What follows belongs to an exercise in optimizing a design on an open flow for small area and a short achievable clock period; a production flow would make more cautious choices. No run shown here included a check of the RTL's function; only the layout flow was run. Power is estimated from default activity; no workload was simulated.

$ cat flow/config.mk
export PLATFORM = sky130hd
export DESIGN_NAME = cpu_top
export DESIGN_NICKNAME = cpu_top
export VERILOG_FILES = /design/flow/design.v
export SDC_FILE = /design/flow/constraint.sdc
export NUM_CORES = 4
export LEC_CHECK = 0
export ABC_CLOCK_PERIOD_IN_PS = 2500
export CAP_MARGIN = 20
export CORE_MARGIN = 2
export CORE_UTILIZATION = 40
export SETUP_SLACK_MARGIN = 2.2
export SLEW_MARGIN = 20
$ cat flow/constraint.sdc
create_clock -name core_clock -period 5.5 [get_ports {clk}]
set_input_delay 1.1000 -clock core_clock [delete_from_list [all_inputs] [get_ports {clk}]]
set_output_delay 1.1000 -clock core_clock [all_outputs]
set_load 0.01 [all_outputs]
$ cat flow/design.v
`default_nettype none
package cpu_pkg;
	localparam int word_width = 16;
	localparam int reg_count = 4;
	localparam int reg_addr_width = 2;
	localparam int dmem_depth = 16;
	localparam int dmem_addr_width = 4;
	localparam logic [3:0] op_adi = 4'd4;
	localparam logic [3:0] op_ori = 4'd5;
	localparam logic [3:0] op_lhi = 4'd6;
	localparam logic [3:0] op_lwd = 4'd7;
	localparam logic [3:0] op_swd = 4'd8;
	localparam logic [3:0] op_rtype = 4'd15;
	localparam logic [5:0] fn_add = 6'd0;
	localparam logic [5:0] fn_sub = 6'd1;
	localparam logic [5:0] fn_and = 6'd2;
	localparam logic [5:0] fn_orr = 6'd3;
	localparam logic [5:0] fn_not = 6'd4;
	localparam logic [5:0] fn_tcp = 6'd5;
	localparam logic [5:0] fn_shl = 6'd6;
	localparam logic [5:0] fn_shr = 6'd7;
	localparam logic [5:0] fn_wwd = 6'd28;
	localparam logic [5:0] fn_hlt = 6'd29;
	localparam logic [3:0] c_nop = 4'd0;
	localparam logic [3:0] c_adi = 4'd1;
	localparam logic [3:0] c_ori = 4'd2;
	localparam logic [3:0] c_lhi = 4'd3;
	localparam logic [3:0] c_lwd = 4'd4;
	localparam logic [3:0] c_swd = 4'd5;
	localparam logic [3:0] c_wwd = 4'd6;
	localparam logic [3:0] c_hlt = 4'd7;
	localparam logic [3:0] c_add = 4'd8;
	localparam logic [3:0] c_sub = 4'd9;
	localparam logic [3:0] c_and = 4'd10;
	localparam logic [3:0] c_orr = 4'd11;
	localparam logic [3:0] c_not = 4'd12;
	localparam logic [3:0] c_tcp = 4'd13;
	localparam logic [3:0] c_shl = 4'd14;
	localparam logic [3:0] c_shr = 4'd15;
endpackage
`default_nettype wire
`default_nettype none
module control (
	input  logic [15:0] inst,
	input  logic        ex_wr,
	input  logic [1:0]  ex_dest,
	output logic [3:0]  cls,
	output logic [1:0]  dest,
	output logic [3:0]  rs_oh,
	output logic [3:0]  rt_oh,
	output logic        fwd_a,
	output logic        fwd_b
);
	logic [1:0] rs;
	logic [1:0] rt;
	logic       a_use;
	logic       b_use;
	logic [1:0] b_reg;
	logic       a_hit;
	logic       b_hit;
	assign rs = inst[11:10];
	assign rt = inst[9:8];
	always_comb begin
		cls = cpu_pkg::c_nop;
		a_use = 1'b1;
		b_use = 1'b0;
		b_reg = rt;
		case (inst[15:12])
			cpu_pkg::op_adi: cls = cpu_pkg::c_adi;
			cpu_pkg::op_ori: cls = cpu_pkg::c_ori;
			cpu_pkg::op_lhi: begin
				cls = cpu_pkg::c_lhi;
				a_use = 1'b0;
			end
			cpu_pkg::op_lwd: cls = cpu_pkg::c_lwd;
			cpu_pkg::op_swd: begin
				cls = cpu_pkg::c_swd;
				b_use = 1'b1;
			end
			cpu_pkg::op_rtype: begin
				b_use = 1'b1;
				case (inst[5:0])
					cpu_pkg::fn_add: cls = cpu_pkg::c_add;
					cpu_pkg::fn_sub: cls = cpu_pkg::c_sub;
					cpu_pkg::fn_and: cls = cpu_pkg::c_and;
					cpu_pkg::fn_orr: cls = cpu_pkg::c_orr;
					cpu_pkg::fn_not: begin
						cls = cpu_pkg::c_not;
						a_use = 1'b0;
						b_reg = rs;
					end
					cpu_pkg::fn_tcp: begin
						cls = cpu_pkg::c_tcp;
						a_use = 1'b0;
						b_reg = rs;
					end
					cpu_pkg::fn_shl: begin
						cls = cpu_pkg::c_shl;
						b_reg = rs;
					end
					cpu_pkg::fn_shr: cls = cpu_pkg::c_shr;
					cpu_pkg::fn_wwd: begin
						cls = cpu_pkg::c_wwd;
						b_use = 1'b0;
					end
					cpu_pkg::fn_hlt: cls = cpu_pkg::c_hlt;
					default: cls = cpu_pkg::c_nop;
				endcase
			end
			default: cls = cpu_pkg::c_nop;
		endcase
	end
	assign a_hit = ex_wr && ex_dest == rs;
	assign b_hit = ex_wr && ex_dest == b_reg;
	assign fwd_a = a_use && a_hit;
	assign fwd_b = b_use && b_hit;
	assign rs_oh = (a_use && !a_hit) ? (4'b0001 << rs) : 4'b0000;
	assign rt_oh = (b_use && !b_hit) ? (4'b0001 << b_reg) : 4'b0000;
	assign dest = (inst[15:12] == cpu_pkg::op_rtype) ? inst[7:6] : inst[9:8];
endmodule
`default_nettype wire
`default_nettype none
module reg_file (
	input  logic        clk,
	input  logic        rst,
	input  logic [3:0]  rs_oh,
	input  logic [3:0]  rt_oh,
	input  logic        fwd_a,
	input  logic        fwd_b,
	input  logic [15:0] imm,
	output logic [15:0] rs_data,
	output logic [15:0] rt_data,
	input  logic        we,
	input  logic [1:0]  wr_addr,
	input  logic [15:0] wr_data
);
	logic [15:0] regs [4];
	always_ff @(posedge clk) begin
		for (int i = 0; i < 4; i++) begin
			if (rst || (we && wr_addr == 2'(i))) begin
				regs[i] <= rst ? '0 : wr_data;
			end
		end
	end
	always_comb begin
		rs_data = {16{fwd_a}} & wr_data;
		rt_data = ({16{fwd_b}} & wr_data) | imm;
		for (int i = 0; i < 4; i++) begin
			rs_data = rs_data | ({16{rs_oh[i]}} & regs[i]);
			rt_data = rt_data | ({16{rt_oh[i]}} & regs[i]);
		end
	end
endmodule
`default_nettype wire
`default_nettype none
module id_ex_reg (
	input  logic        clk,
	input  logic        rst,
	input  logic        inst_valid,
	input  logic [15:0] inst,
	input  logic [3:0]  dec_cls,
	input  logic [1:0]  dec_dest,
	input  logic [3:0]  dec_rs_oh,
	input  logic [3:0]  dec_rt_oh,
	input  logic        dec_fwd_a,
	input  logic        dec_fwd_b,
	output logic [3:0]  ex_cls,
	output logic [3:0]  ex_rs_oh,
	output logic [3:0]  ex_rt_oh,
	output logic        ex_fwd_a,
	output logic        ex_fwd_b,
	output logic [1:0]  ex_dest,
	output logic [7:0]  ex_imm8
);
	always_ff @(posedge clk) begin
		if (rst || !inst_valid) begin
			ex_cls <= cpu_pkg::c_nop;
		end else begin
			ex_cls <= dec_cls;
		end
	end
	always_ff @(posedge clk) begin
		ex_rs_oh <= dec_rs_oh;
		ex_rt_oh <= dec_rt_oh;
		ex_fwd_a <= dec_fwd_a;
		ex_fwd_b <= dec_fwd_b;
		ex_dest <= dec_dest;
		ex_imm8 <= inst[7:0];
	end
endmodule
`default_nettype wire
`default_nettype none
module execute_stage (
	input  logic        clk,
	input  logic        rst,
	input  logic [3:0]  ex_cls,
	input  logic [1:0]  ex_dest,
	input  logic [7:0]  ex_imm8,
	input  logic [15:0] a,
	input  logic [15:0] b,
	output logic [15:0] imm,
	output logic        ex_wr,
	output logic        wb_valid,
	output logic [1:0]  wb_reg,
	output logic [15:0] wb_data,
	output logic        out_valid,
	output logic [15:0] out_data,
	output logic        halted
);
	logic        halted_q;
	logic        wb_valid_q;
	logic        out_valid_q;
	logic [1:0]  wb_reg_q;
	logic [15:0] wb_data_q;
	logic        live;
	logic        reg_write;
	logic [15:0] result;
	logic [16:0] sum_c;
	logic        inv;
	logic [15:0] bx;
	logic [15:0] sum;
	logic [3:0]  mem_addr;
	logic [15:0] mem_rdata;
	logic        sel_sum;
	logic        sel_or;
	logic        sel_and;
	logic        sel_shr;
	logic        sel_mem;
	logic [15:0] dmem [16];
	assign live = !halted_q;
	always_comb begin
		case (ex_cls)
			cpu_pkg::c_adi: imm = {{8{ex_imm8[7]}}, ex_imm8};
			cpu_pkg::c_ori: imm = {8'd0, ex_imm8};
			cpu_pkg::c_lhi: imm = {ex_imm8, 8'd0};
			default: imm = '0;
		endcase
	end
	assign inv = (ex_cls == cpu_pkg::c_sub) || (ex_cls == cpu_pkg::c_tcp) ||
		(ex_cls == cpu_pkg::c_not);
	assign bx = inv ? ~b : b;
	assign sum_c = {a, 1'b1} + {bx, inv};
	assign sum = sum_c[16:1];
	assign mem_addr = a[3:0] + ex_imm8[3:0];
	assign mem_rdata = dmem[mem_addr];
	always_comb begin
		sel_sum = 1'b0;
		sel_or = 1'b0;
		sel_and = 1'b0;
		sel_shr = 1'b0;
		sel_mem = 1'b0;
		case (ex_cls)
			cpu_pkg::c_adi, cpu_pkg::c_lhi, cpu_pkg::c_add, cpu_pkg::c_sub,
			cpu_pkg::c_tcp, cpu_pkg::c_shl, cpu_pkg::c_wwd: sel_sum = 1'b1;
			cpu_pkg::c_ori, cpu_pkg::c_orr, cpu_pkg::c_not: sel_or = 1'b1;
			cpu_pkg::c_and: sel_and = 1'b1;
			cpu_pkg::c_shr: sel_shr = 1'b1;
			cpu_pkg::c_lwd: sel_mem = 1'b1;
			default: ;
		endcase
	end
	assign result = ({16{sel_sum}} & sum) |
		({16{sel_or}} & (a | bx)) |
		({16{sel_and}} & (a & b)) |
		({16{sel_shr}} & {a[15], a[15:1]}) |
		({16{sel_mem}} & mem_rdata);
	always_comb begin
		case (ex_cls)
			cpu_pkg::c_adi, cpu_pkg::c_ori, cpu_pkg::c_lhi, cpu_pkg::c_lwd,
			cpu_pkg::c_add, cpu_pkg::c_sub, cpu_pkg::c_and, cpu_pkg::c_orr,
			cpu_pkg::c_not, cpu_pkg::c_tcp, cpu_pkg::c_shl, cpu_pkg::c_shr:
				reg_write = live;
			default: reg_write = 1'b0;
		endcase
	end
	assign ex_wr = reg_write;
	always_ff @(posedge clk) begin
		for (int i = 0; i < 16; i++) begin
			if (rst || (live && ex_cls == cpu_pkg::c_swd && mem_addr == 4'(i))) begin
				dmem[i] <= rst ? '0 : b;
			end
		end
	end
	always_ff @(posedge clk) begin
		if (rst) begin
			wb_valid_q <= 1'b0;
			out_valid_q <= 1'b0;
			halted_q <= 1'b0;
		end else begin
			wb_valid_q <= reg_write;
			out_valid_q <= live && ex_cls == cpu_pkg::c_wwd;
			halted_q <= halted_q || (live && ex_cls == cpu_pkg::c_hlt);
		end
	end
	always_ff @(posedge clk) begin
		wb_reg_q <= ex_dest;
		wb_data_q <= result;
	end
	assign wb_valid = wb_valid_q;
	assign wb_reg = wb_reg_q;
	assign wb_data = wb_data_q;
	assign out_valid = out_valid_q;
	assign out_data = wb_data_q;
	assign halted = halted_q;
endmodule
`default_nettype wire
`default_nettype none
module cpu_top (
	input  logic                               clk,
	input  logic                               rst,
	input  logic                               inst_valid,
	input  logic [cpu_pkg::word_width-1:0]     inst,
	output logic                               wb_valid,
	output logic [cpu_pkg::reg_addr_width-1:0] wb_reg,
	output logic [cpu_pkg::word_width-1:0]     wb_data,
	output logic                               out_valid,
	output logic [cpu_pkg::word_width-1:0]     out_data,
	output logic                               halted
);
	logic [3:0]  dec_cls;
	logic [1:0]  dec_dest;
	logic [3:0]  ex_cls;
	logic [3:0]  ex_rs_oh;
	logic [3:0]  ex_rt_oh;
	logic [1:0]  ex_dest;
	logic [7:0]  ex_imm8;
	logic [15:0] a;
	logic [15:0] b;
	logic        ex_wr;
	logic        dec_fwd_a;
	logic        dec_fwd_b;
	logic        ex_fwd_a;
	logic        ex_fwd_b;
	logic [15:0] imm;
	logic [3:0]  dec_rs_oh;
	logic [3:0]  dec_rt_oh;
	control u_control (
		.inst (inst),
		.ex_wr (ex_wr),
		.ex_dest (ex_dest),
		.fwd_a (dec_fwd_a),
		.fwd_b (dec_fwd_b),
		.cls  (dec_cls),
		.dest (dec_dest),
		.rs_oh (dec_rs_oh),
		.rt_oh (dec_rt_oh)
	);
	id_ex_reg u_id_ex_reg (
		.clk        (clk),
		.rst        (rst),
		.inst_valid (inst_valid),
		.inst       (inst),
		.dec_cls    (dec_cls),
		.dec_dest   (dec_dest),
		.dec_rs_oh  (dec_rs_oh),
		.dec_rt_oh  (dec_rt_oh),
		.dec_fwd_a  (dec_fwd_a),
		.dec_fwd_b  (dec_fwd_b),
		.ex_fwd_a   (ex_fwd_a),
		.ex_fwd_b   (ex_fwd_b),
		.ex_cls     (ex_cls),
		.ex_rs_oh   (ex_rs_oh),
		.ex_rt_oh   (ex_rt_oh),
		.ex_dest    (ex_dest),
		.ex_imm8    (ex_imm8)
	);
	reg_file u_reg_file (
		.clk     (clk),
		.rst     (rst),
		.rs_oh   (ex_rs_oh),
		.rt_oh   (ex_rt_oh),
		.imm     (imm),
		.fwd_a   (ex_fwd_a),
		.fwd_b   (ex_fwd_b),
		.rs_data (a),
		.rt_data (b),
		.we      (wb_valid),
		.wr_addr (wb_reg),
		.wr_data (wb_data)
	);
	execute_stage u_execute_stage (
		.clk       (clk),
		.rst       (rst),
		.ex_cls    (ex_cls),
		.ex_dest   (ex_dest),
		.ex_imm8   (ex_imm8),
		.a         (a),
		.b         (b),
		.imm       (imm),
		.ex_wr     (ex_wr),
		.wb_valid  (wb_valid),
		.wb_reg    (wb_reg),
		.wb_data   (wb_data),
		.out_valid (out_valid),
		.out_data  (out_data),
		.halted    (halted)
	);
endmodule
`default_nettype wire
$ cat flow/run.sh
#!/bin/bash
# synth_recipe.tcl (not shown) runs the flow's synth.tcl, then flattens the netlist and writes it again
# the make line also repeats each setting of config.mk as NAME=value (left out here)
make -C /OpenROAD-flow-scripts/flow DESIGN_CONFIG=/design/flow/config.mk WORK_HOME=/design/flow/orfs CLKGATE_MAP_FILE= SYNTH_SCRIPT=/design/flow/synth_recipe.tcl finish
==> qor.yml, run 1 <==
synth:
  synth-xor-area-share: 0.0153
  synth_edf_count: 320
  synth_cell_types: 88
  synthesis.nets: 1418
  postSynthAreaPerCell_um2: 12.6
  synth_common_cells: "320 x edfxtp_1, 130 x nand2_1, 64 x a21oi_1"
  ys_warn_count: 6
  synthSimpleGateAreaFrac: 0.102
  ys_ff_latch: 370
  synth.area.top_cells: "edfxtp_1 56%, dfxtp_1 5.8%, nand2_1 2.8%"
  syn_inst: 1361
  synth_area_leader_cell: "edfxtp_1"
  synth_fa_ha_area_frac: 0.0282
  synth_top_family_by_area: "compound AO/OA/AOI/OAI gates"
  synthFlopType: "edfxtp_1"
  synth_top_area_frac: 0.561
  yosysMostFrequentCell: "edfxtp_1"
  yosysSeqAreaShare: 0.620
  synth-compound-area-share: 0.149
  muxShareOfSynthArea: 0.0467
  syn_area_um2: 17100
  async_reset_ff_frac: 0
drt:
  postRouteWirelength_mm: 54.4
  vias: 13017
  firstDrtPassIters: 10
  initialDrtViolationCount: 1891
  ant_nets: 0
  drc: 0
  wl_per_cell_um: 25.8
  routed_via_density: 6.18
floorplanning:
  initial_core_util: 0.406
  die-area_um2: 44500
  pin_count: 56
  die_height_um: 211
  core-area_um2: 42100
  rows: 75
  die_w_um: 211
cells_and_area:
  fin_nets: 1595
  fin_area_um2: 21900
  syn2layout_area_growth_pct: 27.8
  drive_gt1_frac: 0.270
  utilization: 0.520
  antennaDiodeCount: 0
clocking:
  numCtsBuffers: 40
  cts_root_buf: "clkbuf_16"
  clock_latency_ns: 0.56
  postCtsHoldBufs: 0
  cts.htree.levels: 2
  cts_tree: "built"
  cts_buffer_depth: 3
  cts_num_sinks: 370
  cts.clk_slew.worst_paths_ns: 0.06
power:
  p_leak_nw: 7.97
  p_int_mw: 5.24
  power.density_nw_per_um2: 330
  pwr-share-comb: 0.206
  clockPowerShare: 0.348
  p_sw_frac: 0.274
  vdd_drop_max_mv: 0.199
  power_frac_seq: 0.447
  p_sw_mw: 1.98
flow_run:
  drv_cap: 0
placed_design:
  io_buffers: 55
  dpl_worst_slack_ns: 1.04
  place_area_um2: 18200
  dp_hpwl_mm: 32.8
  gp_congestion: 0.907
sta:
  fin_hold_ws_ns: 0.454
  fin_crit_ns: 3.31
  fin_crit_sh: 0.601
  drv_slew: 0
  max_freq_mhz: 303
  fin_worst_skew_ns: 0.0219
  fin_setup_tns_ns: 0
  setup_ws_ns: 2.19
  tightestPinTransition_ns: 1.24
  finalHoldViolations: 0
  rsz0062_at_grt: "true"
  relSlewSlack: 0.171
  setup_viol: 0
grt:
  grt_pass1_wl_mm: 79.1
  globalRouteTotalUtil: 0.238
  overflow: 0
  grt_pass1_vias: 12223
  antenna_found_initial: 0
  grt_max_degree: 55
critical_path:
  critical_path_class: "flop to flop"
  startpoint_type: "flop"
  end_kind: "flop"
  path_max_fanout: 12
  cp.arrival_ns: 3.73
  required_ns: 5.93
hold_path:
  hold_class: "flop to flop"
run_status:
  status: "complete, no violations"
kinds of logic after synthesis:
logic type,after synthesis
fa+ha+maj,38
mux,62
simple gates,356
flops,370
compound gates,362
xor+xnor,29
buf+inv,144
layout make-up:
cell class / count / area (um2)
fill: 3457 / 20200
multi-input combinational: 853 / 6750
timing repair buffer: 223 / 2410
inverter: 50 / 193
sequential: 370 / 10700
clock inverter: 18 / 125
tap: 539 / 674
clock buffer: 53 / 1080
layout by cell type, fill, tap and decap left out, types with 32 or more instances in the layout:
| master | n |
|---|---|
| clkdlybuf4s50_1 | 54 |
| nor2_1 | 40 |
| clkbuf_16 | 43 |
| nand2_1 | 124 |
| a22oi_1 | 37 |
| nand3_1 | 44 |
| inv_1 | 46 |
| dfxtp_1 | 34 |
| o21ai_0 | 38 |
| edfxtp_1 | 320 |
| a21oi_1 | 43 |
| buf_4 | 118 |
| buf_12 | 33 |
| a222oi_1 | 32 |
stage by stage:
stage / cells / power, mW
floorplan: 1361 / 3.90
global placement: 1889 / 4.24
detailed placement: 1889 / 4.25
CTS: 2049 / 7.00
global route: 2106 / 7.42
finish: 2106 / 7.22
sequential cells by signal, summed over array words and instances (netlist names), 2 cells and up:
name / count
u_id_ex_reg.ex_imm8: 8
u_execute_stage.dmem: 256
u_id_ex_reg.ex_cls: 4
u_execute_stage.wb_reg_q: 2
u_id_ex_reg.ex_dest: 2
u_reg_file.regs: 64
u_execute_stage.wb_data_q: 16
u_id_ex_reg.ex_rt_oh: 4
u_id_ex_reg.ex_rs_oh: 4
final timing paths:
path                            slack, ns                           end  depth (start not counted)                         start
worst min-delay path                 0.45   u_execute_stage.wb_reg_q[0]                          0        u_id_ex_reg.ex_dest[0]
worst min register to register       0.45   u_execute_stage.wb_reg_q[0]                          0        u_id_ex_reg.ex_dest[0]
worst max-delay path                 2.19  u_execute_stage.wb_data_q[7]                         10  u_execute_stage.wb_data_q[0]
worst max register to register       2.19  u_execute_stage.wb_data_q[7]                         10  u_execute_stage.wb_data_q[0]
per-layer routing:
layer | global-route usage | routed length (um) | vias to the layer above
met5 | 0 | 0 | -
met4 | 0.0806 | 2200 | 0
met3 | 0.0358 | 4990 | 151
met2 | 0.380 | 25100 | 778
met1 | 0.334 | 22200 | 6437
li1 | - | - | 5651
worst max-delay path: stages (launching register included):
cell	delay [ns]
dfxtp_4	0.35
a222oi_1	0.36
nand3_1	0.24
ha_4	0.24
inv_2	0.05
fa_2	0.57
buf_12	0.22
mux4_2	0.43
mux4_2	0.50
a21oi_2	0.14
o211ai_1	0.09
power groups by stage:
stage	clock network (mW)	registers, mW	logic [mW]
after detailed placement	0	3.29	0.957
final	2.51	3.22	1.48
after global routing	2.64	3.23	1.55
after CTS	2.54	3.22	1.24
after global placement	0	3.29	0.955
after floorplan	0	3.26	0.638
repair_timing:
action / in CTS / in global routing
gates resized for setup: 103 / 118
pin swaps: 32 / 73
cloned: 8 / 5
buffers inserted: 81 / 52
endpoints found under the setup margin: 272 / 225
==> run 2: changes to the inputs <==
==> flow/flow/run.sh (new file) <==
#!/bin/bash
bash standard.sh "BUFFER_PORTS_ARGS=-buffer_cell sky130_fd_sc_hd__buf_4" finish > standard.log 2>&1
==> flow/standard.sh (new file) <==
#!/bin/bash
# synth_recipe.tcl (not shown) runs the flow's synth.tcl, then flattens the netlist and writes it again
# the make line also repeats each setting of config.mk as NAME=value (left out here)
make -C /OpenROAD-flow-scripts/flow DESIGN_CONFIG=/design/flow/config.mk WORK_HOME=/design/flow/orfs CLKGATE_MAP_FILE= SYNTH_SCRIPT=/design/flow/synth_recipe.tcl "${@:-finish}"
--- a/flow/config.mk
+++ b/flow/config.mk
@@ -6,5 +6,4 @@
 export NUM_CORES = 4
 export LEC_CHECK = 0
-export ABC_CLOCK_PERIOD_IN_PS = 2500
 export CAP_MARGIN = 20
 export CORE_MARGIN = 2
removed: flow/run.sh
==> qor.yml, run 2 <==
run_status:
  status: "complete, no violations"
sta:
  fin_crit_sh: 0.626  # +0.0248
  rsz0062_at_grt: "true"
  fin_worst_skew_ns: 0.0301  # +0.00817 ns
  max_freq_mhz: 291  # -4.0%
  drv_slew: 0  # unchanged
  fin_crit_ns: 3.44  # +0.136 ns
  relSlewSlack: 0.226  # +0.0555
  setup_viol: 0  # unchanged
  setup_ws_ns: 2.06  # -0.136 ns
  tightestPinTransition_ns: 1.16  # -0.0869 ns
  fin_setup_tns_ns: 0  # unchanged
  finalHoldViolations: 0  # unchanged
synth:
  syn_area_um2: 17100  # unchanged
  synthFlopType: "edfxtp_1"
  syn_inst: 1361  # unchanged
  synth_top_area_frac: 0.561  # unchanged
  yosysMostFrequentCell: "edfxtp_1"
  yosysSeqAreaShare: 0.620  # unchanged
  synth_cell_types: 88  # unchanged
  postSynthAreaPerCell_um2: 12.6  # unchanged
  synth_edf_count: 320  # unchanged
  synth_common_cells: "320 x edfxtp_1, 130 x nand2_1, 64 x a21oi_1"
  async_reset_ff_frac: 0  # unchanged
  ys_ff_latch: 370  # unchanged
  synth.area.top_cells: "edfxtp_1 56%, dfxtp_1 5.8%, nand2_1 2.8%"
  ys_warn_count: 6  # unchanged
  synth_area_leader_cell: "edfxtp_1"
  synthesis.nets: 1418  # unchanged
drt:
  initialDrtViolationCount: 1971  # +4.2%
  ant_nets: 0  # unchanged
  drt-met1-wl_mm: 22.4  # +1.0%
  firstDrtPassIters: 7  # -3
  wl_per_cell_um: 26.7  # +3.4%
  wl_met3_mm: 5.42  # +8.7%
  wl_met2_mm: 25.5  # +1.7%
  postRouteWirelength_mm: 56.1  # +3.0%
  topRoutingLayerUsed: "met4"
  drc: 0  # unchanged
  routed_via_density: 6.24  # +1.0%
  vias: 13108  # +0.70%
cells_and_area:
  largest_register_ffs: 256  # unchanged
  mostFrequentLayoutCells: "320 x edfxtp_1, 160 x buf_4, 122 x nand2_1, 46 x inv_1"
  syn2layout_area_growth_pct: 28.5
  instances_no_fill: 2099  # -0.33%
  top_regs: "u_execute_stage.dmem: 256 flops, u_reg_file.regs: 64 flops, u_execute_stage.wb_data_q: 16 flops"
  fin_nets: 1592  # -0.19%
  utilization: 0.522  # +0.00288
  final_common_cell: "edfxtp_1"
  fin_area_um2: 22000  # +0.55%
  top_register: "u_execute_stage.dmem"
  drive_gt1_frac: 0.309  # +0.0390
  nFillCells: 3408  # -1.4%
  antennaDiodeCount: 0  # unchanged
critical_path:
  critical_path_class: "flop to flop"
  required_ns: 5.90  # -0.03 ns
  critPathLaunch: "u_id_ex_reg.ex_fwd_b"
  cp.arrival_ns: 3.85  # +0.12 ns
  end_kind: "flop"
  startpoint_type: "flop"
  rr_startpoint: "u_id_ex_reg.ex_fwd_b"
  reg2reg_depth: 18  # +8
  path_max_fanout: 8  # -4
hold_path:
  holdCritStartpoint: "u_id_ex_reg.ex_dest[1]"
  min_path_cells: 0  # unchanged
  hold_class: "flop to flop"
floorplanning:
  die_w_um: 211  # unchanged
  rows: 75  # unchanged
  die_height_um: 211  # unchanged
  initial_core_util: 0.406  # unchanged
  core-area_um2: 42100  # unchanged
  pin_count: 56  # unchanged
  die-area_um2: 44500  # unchanged
grt:
  grt_pass1_wl_mm: 80.3  # +1.5%
  grt_pass1_vias: 12350  # +1.0%
  globalRouteTotalUtil: 0.242  # +0.00427
  antenna_found_initial: 0  # unchanged
  grt_max_degree: 63  # +15%
  overflow: 0  # unchanged
power:
  pwr-share-comb: 0.211  # +0.005
  p_int_mw: 5.39  # +2.9%
  vdd_drop_max_mv: 0.189  # -4.9%
  p_sw_mw: 2.02  # +2.3%
  power.density_nw_per_um2: 337  # +2.2%
  power_frac_seq: 0.435  # -0.012
  p_sw_frac: 0.273  # -0.00107
  clockPowerShare: 0.353  # +0.005
  p_leak_nw: 8.09  # +1.5%
placed_design:
  dp.cells: 1889  # unchanged
  place_area_um2: 18100  # -0.75%
  io_buffers: 55  # unchanged
  dpl_worst_slack_ns: 0.975  # -0.0639 ns
  gp_congestion: 0.912  # +0.46%
  dp_hpwl_mm: 33.2  # +1.2%
flow_run:
  drv_cap: 0  # unchanged
clocking:
  cts_buffer_depth: 3  # unchanged
  numCtsBuffers: 37  # -7.5%
  cts.clk_slew.worst_paths_ns: 0.06  # about the same
  cts_num_sinks: 370  # unchanged
  clock_latency_ns: 0.55  # about the same
  cts_tree: "built"
  cts_root_buf: "clkbuf_16"
  cts.htree.levels: 2  # unchanged
## run 2: cell types whose count changed in the layout (fill, tap and decap cells not counted), sizes merged, moves of 4 or more
cell           delta
clkbuf            -8
bufinv            +5
clkdlybuf4s50    -54
buf              +49
a21o              +4
## run 2: through the flow
stage	power [mW]	hold slack (ns)
after floorplan	3.90	0.414
after global placement	4.23	0.458
after detailed placement	4.24	0.446
after CTS	7.16	0.459
after global routing	7.61	0.479
final	7.41	0.470
## run 2: worst paths after layout
check,to,slack (ns)
setup / recovery,u_execute_stage.wb_data_q[3],2.06
hold / removal,u_execute_stage.wb_reg_q[1],0.47
setup reg to reg,u_execute_stage.wb_data_q[3],2.06
hold reg to reg,u_execute_stage.wb_reg_q[1],0.47
## run 2: area by class of cell
class                   count  area, um2  share of cell area
multi-input cells         855       6910               0.314
well taps                 539        674              0.0306
flip-flops and latches    370      10700               0.484
inverters                  50        194             0.00881
repair buffers            221       2340               0.106
clock inverters            21        269              0.0122
clock buffers              43        970              0.0441
## run 2: worst max-delay path, cell delays in order (launching register included)
cell and delay (ns):
dfxtp_4 0.38, a222oi_1 0.52, nand3_1 0.25, buf_4 0.21
buf_6 0.11, buf_6 0.11, buf_6 0.11, buf_4 0.12
buf_4 0.13, buf_4 0.12, buf_4 0.12, buf_4 0.12
buf_4 0.13, buf_6 0.11, buf_6 0.10, buf_6 0.11
a31oi_4 0.19, o311a_4 0.24, o211ai_1 0.12
## run 2: timing repair
item | 4_1_cts | 5_1_grt
resized for setup | 128 | 119
buffers inserted | 70 | 55
gates cloned | 14 | 6
endpoints found under the setup margin | 272 | 256
hold buffers | 0 | 0
pin swaps | 35 | 73
## run 2: logic make-up after synthesis
logic type               share of synthesized area
XOR/XNOR                                    0.0153
buffers and inverters                       0.0395
AO/OA/AOI/OAI                                0.149
AND/OR/NAND/NOR                              0.102
flip-flops                                   0.620
multiplexers                                0.0467
adder cells (fa/ha/maj)                     0.0282
## run 2: routing by layer
metal | global-route usage | vias up
li1 | - | 5652
met1 | 0.340 | 6407
met2 | 0.372 | 859
met3 | 0.0373 | 190
met4 | 0.112 | 0
met5 | 0 | -
## run 2: power groups by stage
stage | Combinational, mW | Sequential [mW] | Clock, mW
CTS | 1.29 | 3.22 | 2.64
detailed placement | 0.952 | 3.29 | 0
floorplan | 0.638 | 3.26 | 0
global placement | 0.942 | 3.29 | 0
finish | 1.57 | 3.23 | 2.62
global route | 1.62 | 3.23 | 2.75

## re-timing with driven ports
Ports are ideal in the flow. The routed layouts listed here were re-timed in OpenROAD.
Step 1, drivers: a clkbuf_16 drives clk and a buf_2 each remaining input, both assumed.
Step 2 moves the port delays by t, midway between the first and last clock arrival at a register: inputs arrive t later, outputs are due t later. That takes back most of the time a late clock gives input paths.
Slacks: ideal ports / drivers / drivers and shift; pairs: ideal ports / drivers.
run	shift t [ns]	setup WS [ns]	cell pins on the clock port's net
run 1	0.597	2.195 / 2.195 / 1.939	1
run 2	0.588	2.058 / 2.058 / 2.058	1
After both steps every run listed still meets setup and hold. For run 1, which loses most, drivers alone change the setup slack by 0.000 ns; drivers and shift together by -0.256 ns.
